Source: an optimization exercise on an open RTL-to-GDS flow (aim: small area, a short achievable clock period and few clock cycles). Production flows keep margins and buffers that such runs may drop. Where RTL was checked, it was by simulation tests only, not by an equivalence proof against the original.

==> harbor <==
// rvCoreTop
module rvCoreTop (
    input  logic        clk,
    input  logic        reset,
    output logic [31:0] paddr,
    output logic        psel,
    output logic        penable,
    output logic        pwrite,
    output logic [31:0] pwdata,
    output logic [3:0]  pstrb,
    input  logic [31:0] prdata,
    input  logic        pready
);
clock: 10.0 ns
lec_check: 0
cap_margin: 20
core_margin: 2
core_utilization: 40
cts_cluster_diameter: 100
cts_cluster_size: 25
place_density: 0.6
slew_margin: 20
standard.sh (not shown) runs the stock make flow with config.mk's settings and CLKGATE_MAP_FILE= SYNTH_SCRIPT=/design/flow/synth_recipe.tcl, a recipe that flattens the netlist after the stock synthesis.
==> flow/flow/run.sh <==
#!/bin/bash
set -euo pipefail
bash standard.sh SETUP_SLACK_MARGIN=6.45 \
    'BUFFER_PORTS_ARGS=-buffer_cell sky130_fd_sc_hd__buf_2' finish > flow_standard.log 2>&1
==> indigo (differences from harbor) <==
--- a/flow/design.v
+++ b/flow/design.v
@@ -17,15 +17,14 @@
     localparam logic [6:0] OP_LOAD   = 7'b0000011;
     localparam logic [6:0] OP_STORE  = 7'b0100011;
     localparam logic [6:0] OP_BRANCH = 7'b1100011;
     logic        pselQ, penQ, busData, kill;
     logic [31:2] paddrQ;
     logic        pwriteQ;
     logic [3:0]  pstrbQ;
-    logic [31:0] pwdataQ;
     logic [31:2] fpc;
     logic        irAhead;
     logic        irV;
     logic [31:0] ir;
     logic xR2;      
     logic xAlu;     
     logic xBr;      
@@ -44,15 +43,15 @@
     logic [31:1] rSelQ;    
     logic        resetQ;   
     logic [31:0] regs [1:31];
     assign paddr   = {paddrQ, 2'b00};
     assign psel    = pselQ;
     assign penable = penQ;
     assign pwrite  = pwriteQ;
-    assign pwdata  = pwdataQ;
+    assign pwdata  = opB;   
     assign pstrb   = pstrbQ;
     logic busFree, xferDone, landing, dataDone, fetchSetup;
     assign xferDone   = pselQ & penQ & pready;
     assign busFree    = ~pselQ | xferDone;
     assign landing    = xferDone & ~busData & ~kill;
     assign dataDone   = xferDone & busData;
     assign fetchSetup = pselQ & ~penQ & ~busData;
@@ -104,15 +103,15 @@
             2'b00:   ldVal = {{24{lane[7] & ~xF3[2]}}, lane[7:0]};
             2'b01:   ldVal = {{16{lane[15] & ~xF3[2]}}, lane[15:0]};
             default: ldVal = lane;
         endcase
     end
     logic s1, s1Go, dataReq, dataGo, fetchGo, fetchOk, irVNext;
     logic xR2N, xAluN, xBrN, xLdN, xStN, xLwaitN, xLwN;
-    assign s1      = irV & ~(xR2 | xLd | xSt | xLwait | xLw) & ~(pselQ & ~penQ & busData & pwriteQ);
+    assign s1      = irV & ~(xR2 | xLd | xSt | xLwait | xLw) & ~(pselQ & busData & pwriteQ);
     assign s1Go    = s1 & ~redirect;
     assign dataReq = (xLd | xSt) & ~redirect;
     assign dataGo  = busFree & dataReq;
     assign xR2N    = s1Go & (isOp | isBr);
     assign xAluN   = (s1Go & (isLui | isOpi)) | (xR2 & ~xBrF & ~redirect);
     assign xBrN    = xR2 & xBrF & ~redirect;
     assign xLdN    = (s1Go & isLd) | (xLd & ~busFree & ~redirect);
@@ -163,15 +162,14 @@
     always_ff @(posedge clk) begin
         adjQ <= brOff - {11'd0, fetchSetup};
         if (landing) irAhead <= 1'b0;
         else if (fetchSetup) irAhead <= 1'b1;
         xAhead <= (s1 ? {1'b0, irAhead} : xAhead) + {1'b0, fetchSetup};
     end
     always_ff @(posedge clk) begin
-        if (xSt & busFree) pwdataQ <= rData << {sum[1:0], 3'b000};
         if (dataGo) begin
             paddrQ  <= sum[31:2];
             pwriteQ <= xSt;
             pstrbQ  <= xSt ?
                        4'((xF3[1] ? 4'b1111 : xF3[0] ? 4'b0011 : 4'b0001) << sum[1:0]) : 4'b0000;
         end else if (fetchGo) begin
             paddrQ  <= redirect ? target : fpc;
@@ -204,14 +202,15 @@
         end
         if (reset) xSel <= 5'b00000;
         else if (s1)
             xSel <= {5{isLui | isOpi | isOp}} & (isLui ? 5'b00001 :
                     (ir[14:12] == 3'b010) ? 5'b00010 : (ir[14:12] == 3'b100) ? 5'b00100 :
                     (ir[14:12] == 3'b110) ? 5'b01000 : (ir[14:12] == 3'b111) ? 5'b10000 : 5'b00001);
         if (xR2) opB <= rData ^ {32{xInv}};
+        else if (xSt & busFree) opB <= rData << {sum[1:0], 3'b000};
         else if (s1) opB <= isSt ? immS : isLui ? immU : immI;
         else if (xLwait & dataDone) opB <= prdata;
         if (xLd & busFree) xOff <= sum[1:0];
     end
     logic        wEn;
     logic [31:0] wData, wDataG;
     assign wEn    = ((xAlu & ~redirect) | xLw) & (xRd != 5'd0);
==> flow/flow/run.sh (replaced) <==
#!/bin/bash
set -euo pipefail
bash standard.sh SETUP_SLACK_MARGIN=6.2 \
    'BUFFER_PORTS_ARGS=-buffer_cell sky130_fd_sc_hd__buf_2' finish > flow_standard.log 2>&1
--- a/flow/config.mk
+++ b/flow/config.mk
@@ -5,10 +5,10 @@
 export SDC_FILE = /design/flow/constraint.sdc
 export NUM_CORES = 4
 export LEC_CHECK = 0
 export CAP_MARGIN = 20
 export CORE_MARGIN = 2
 export CORE_UTILIZATION = 40
 export CTS_CLUSTER_DIAMETER = 100
-export CTS_CLUSTER_SIZE = 25
+export CTS_CLUSTER_SIZE = 28
 export PLACE_DENSITY = 0.6
 export SLEW_MARGIN = 20
==> quartz (differences from harbor) <==
--- a/flow/design.v
+++ b/flow/design.v
@@ -17,15 +17,14 @@
     localparam logic [6:0] OP_LOAD   = 7'b0000011;
     localparam logic [6:0] OP_STORE  = 7'b0100011;
     localparam logic [6:0] OP_BRANCH = 7'b1100011;
     logic        pselQ, penQ, busData, kill;
     logic [31:2] paddrQ;
     logic        pwriteQ;
     logic [3:0]  pstrbQ;
-    logic [31:0] pwdataQ;
     logic [31:2] fpc;
     logic        irAhead;
     logic        irV;
     logic [31:0] ir;
     logic xR2;      
     logic xAlu;     
     logic xBr;      
@@ -44,15 +43,15 @@
     logic [31:1] rSelQ;    
     logic        resetQ;   
     logic [31:0] regs [1:31];
     assign paddr   = {paddrQ, 2'b00};
     assign psel    = pselQ;
     assign penable = penQ;
     assign pwrite  = pwriteQ;
-    assign pwdata  = pwdataQ;
+    assign pwdata  = opB;   
     assign pstrb   = pstrbQ;
     logic busFree, xferDone, landing, dataDone, fetchSetup;
     assign xferDone   = pselQ & penQ & pready;
     assign busFree    = ~pselQ | xferDone;
     assign landing    = xferDone & ~busData & ~kill;
     assign dataDone   = xferDone & busData;
     assign fetchSetup = pselQ & ~penQ & ~busData;
@@ -72,15 +71,15 @@
     logic [31:0] rData;
     always_comb begin
         rData = 32'd0;
         for (int r = 1; r < 32; r++) rData = rData | (regs[r] & {32{rSelQ[r]}});
     end
     logic [31:0] sum, aluOut;
     logic        lt, eq, taken;
-    assign sum = opA + opB + {31'd0, xInv};   
+    assign sum = opA + (opB ^ {32{xInv}}) + {31'd0, xInv};
     assign lt  = $signed(opA) < $signed(opB);
     assign eq  = opA == opB;
     always_comb begin
         aluOut = ({32{xSel[0]}} & sum) | {31'd0, xSel[1] & lt} | ({32{xSel[2]}} & (opA ^ opB)) |
                  ({32{xSel[3]}} & (opA | opB)) | ({32{xSel[4]}} & (opA & opB));
     end
     always_comb begin
@@ -104,15 +103,15 @@
             2'b00:   ldVal = {{24{lane[7] & ~xF3[2]}}, lane[7:0]};
             2'b01:   ldVal = {{16{lane[15] & ~xF3[2]}}, lane[15:0]};
             default: ldVal = lane;
         endcase
     end
     logic s1, s1Go, dataReq, dataGo, fetchGo, fetchOk, irVNext;
     logic xR2N, xAluN, xBrN, xLdN, xStN, xLwaitN, xLwN;
-    assign s1      = irV & ~(xR2 | xLd | xSt | xLwait | xLw) & ~(pselQ & ~penQ & busData & pwriteQ);
+    assign s1      = irV & ~(xR2 | xLd | xSt | xLwait | xLw) & ~(pselQ & busData & pwriteQ);
     assign s1Go    = s1 & ~redirect;
     assign dataReq = (xLd | xSt) & ~redirect;
     assign dataGo  = busFree & dataReq;
     assign xR2N    = s1Go & (isOp | isBr);
     assign xAluN   = (s1Go & (isLui | isOpi)) | (xR2 & ~xBrF & ~redirect);
     assign xBrN    = xR2 & xBrF & ~redirect;
     assign xLdN    = (s1Go & isLd) | (xLd & ~busFree & ~redirect);
@@ -163,15 +162,14 @@
     always_ff @(posedge clk) begin
         adjQ <= brOff - {11'd0, fetchSetup};
         if (landing) irAhead <= 1'b0;
         else if (fetchSetup) irAhead <= 1'b1;
         xAhead <= (s1 ? {1'b0, irAhead} : xAhead) + {1'b0, fetchSetup};
     end
     always_ff @(posedge clk) begin
-        if (xSt & busFree) pwdataQ <= rData << {sum[1:0], 3'b000};
         if (dataGo) begin
             paddrQ  <= sum[31:2];
             pwriteQ <= xSt;
             pstrbQ  <= xSt ?
                        4'((xF3[1] ? 4'b1111 : xF3[0] ? 4'b0011 : 4'b0001) << sum[1:0]) : 4'b0000;
         end else if (fetchGo) begin
             paddrQ  <= redirect ? target : fpc;
@@ -195,32 +193,31 @@
     always_ff @(posedge clk) begin
         if (s1) begin
             opA    <= (isLui | bypass) ? (isLui ? 32'd0 : aluOut) : rData;
             xRd    <= ir[11:7];
             xRs2   <= ir[24:20];
             xImmHi <= ir[31:25];
             xF3    <= isLui ? 3'b000 : ir[14:12];
+            xSel   <= {5{isLui | isOpi | isOp}} & {isLui ? 5'b00001 :
+                      (ir[14:12] == 3'b010) ? 5'b00010 : (ir[14:12] == 3'b100) ? 5'b00100 :
+                      (ir[14:12] == 3'b110) ? 5'b01000 : (ir[14:12] == 3'b111) ? 5'b10000 : 5'b00001};
             xInv   <= isOp & (ir[14:12] == 3'b000) & ir[30];
             xBrF   <= isBr;
         end
-        if (reset) xSel <= 5'b00000;
-        else if (s1)
-            xSel <= {5{isLui | isOpi | isOp}} & (isLui ? 5'b00001 :
-                    (ir[14:12] == 3'b010) ? 5'b00010 : (ir[14:12] == 3'b100) ? 5'b00100 :
-                    (ir[14:12] == 3'b110) ? 5'b01000 : (ir[14:12] == 3'b111) ? 5'b10000 : 5'b00001);
-        if (xR2) opB <= rData ^ {32{xInv}};
+        if (xR2) opB <= rData;
+        else if (xSt & busFree) opB <= rData << {sum[1:0], 3'b000};
         else if (s1) opB <= isSt ? immS : isLui ? immU : immI;
         else if (xLwait & dataDone) opB <= prdata;
         if (xLd & busFree) xOff <= sum[1:0];
     end
     logic        wEn;
     logic [31:0] wData, wDataG;
     assign wEn    = ((xAlu & ~redirect) | xLw) & (xRd != 5'd0);
     assign wData  = aluOut | ({32{xLw}} & ldVal);
-    assign wDataG = wData;
+    assign wDataG = wData & {32{~resetQ}};
     always_ff @(posedge clk) begin
         resetQ <= reset;
         for (int r = 1; r < 32; r++) begin
             if (resetQ | (wEn & (xRd == 5'(r)))) regs[r] <= wDataG;
         end
     end
 endmodule
==> flow/flow/run.sh (replaced) <==
#!/bin/bash
set -euo pipefail
bash standard.sh SETUP_SLACK_MARGIN=6.2 \
    'BUFFER_PORTS_ARGS=-buffer_cell sky130_fd_sc_hd__buf_2' finish > flow_standard.log 2>&1
==> flow/config.mk (replaced) <==
export PLATFORM = sky130hd
export DESIGN_NAME = rvCoreTop
export DESIGN_NICKNAME = rvCoreTop
export VERILOG_FILES = /design/flow/design.v
export SDC_FILE = /design/flow/constraint.sdc
export NUM_CORES = 4
export LEC_CHECK = 0
export CAP_MARGIN = 20
export CORE_MARGIN = 2
export CORE_UTILIZATION = 40
export PLACE_DENSITY = 0.6
export SLEW_MARGIN = 20
==> flow_summary.toml <==
[timing]
timing.final.ws_setup_ns = 6.29
fin_worst_skew_ns = 0.0645

[critical_path]
worstPathCellList = "fa_2 > inv_2 > fa_2 > nor2b_4 > o31a_1 > o211ai_2 > nand3_2 > a32oi_4 > buf_12 > a2111oi_4 > buf_4 > nor2_4 > xnor2_4 > a221oi_4 > buf_12 > o21ai_4"
ff2ff_setup_slack_ns = 6.29

[worst_hold_path]
min_to = "xRd[1]"

[global_routing]
grt_use_met2_pct = 44.3

[route]
vias = 37607
wl_per_cell_microns = 33.9

[synth]
synth_edf_count = 1174

[clock_network]
clkTransAtPathRegs_ns = 0.11

[run_status]
outcome = "finished clean"

[final_layout]
buffers = 274
(the above is from harbor)
==> flow_summary.toml <==
[timing]
fin_worst_skew_ns = 0.0669
timing.final.ws_setup_ns = 6.31

[global_routing]
grt_use_met2_pct = 42.9

[worst_hold_path]
min_to = "xSel[1]"

[critical_path]
worstPathCellList = "buf_2 > nand2_8 > nand2_1 > and2_1 > nand2_1 > nor2_2 > a211oi_1 > a21oi_1"

[final_layout]
buffers = 194

[run_status]
outcome = "finished clean"
(the above is from indigo)
==> flow_summary.toml <==
[global_routing]
grt_use_met2_pct = 45.4

[timing]
timing.final.ws_setup_ns = 6.09
fin_worst_skew_ns = 0.0361

[route]
wl_per_cell_microns = 33.6

[worst_hold_path]
min_to = "xRd[3]"

[synth]
synth_edf_count = 1147

[critical_path]
ff2ff_setup_slack_ns = 6.09

[run_status]
outcome = "finished clean"
(the above is from quartz)
Testbench counts of indigo, summed over its fixed seeds: cycles 75,814.
Testbench counts of quartz, summed over its fixed seeds: cycles 75,814.
The RTL of harbor was laid out without a check of its function.

what the ideal ports hide:
The results above use ideal ports. As a check the final layouts listed here were re-extracted and re-timed, cells and wires unchanged.
Step 1 sets driving cells, clkbuf_16 on the clock port and buf_2 on the other inputs (assumed; they add their load-dependent delay and slew).
Step 2 adds t to the input delays and takes it off the output delays; t is the mean of the earliest and latest rising clock arrival at the registers after step 1. Input paths then give back, and output paths get back, about the clock's delay inside the block.
Slacks: ideal / step 1 / step 2; pairs: ideal / step 1.
run | t, ns | setup slack, ns | latest minus earliest clock arrival (ns) | slew at the worst register clock pin (ns) | pins driven straight from the clock port
harbor | 0.802 | 6.292 / 6.292 / 5.935 | 0.066 / 0.066 | 0.11 / 0.11 | 1
indigo | 0.768 | 6.305 / 6.308 / 5.563 | 0.068 / 0.068 | 0.12 / 0.12 | 1
quartz | 0.846 | 6.091 / 6.091 / 5.623 | 0.037 / 0.036 | 0.07 / 0.07 | 1
After both steps every run listed still meets setup and hold. The setup slack of indigo, which loses most, moves by +0.003 ns with the drivers and by -0.742 ns with both steps.
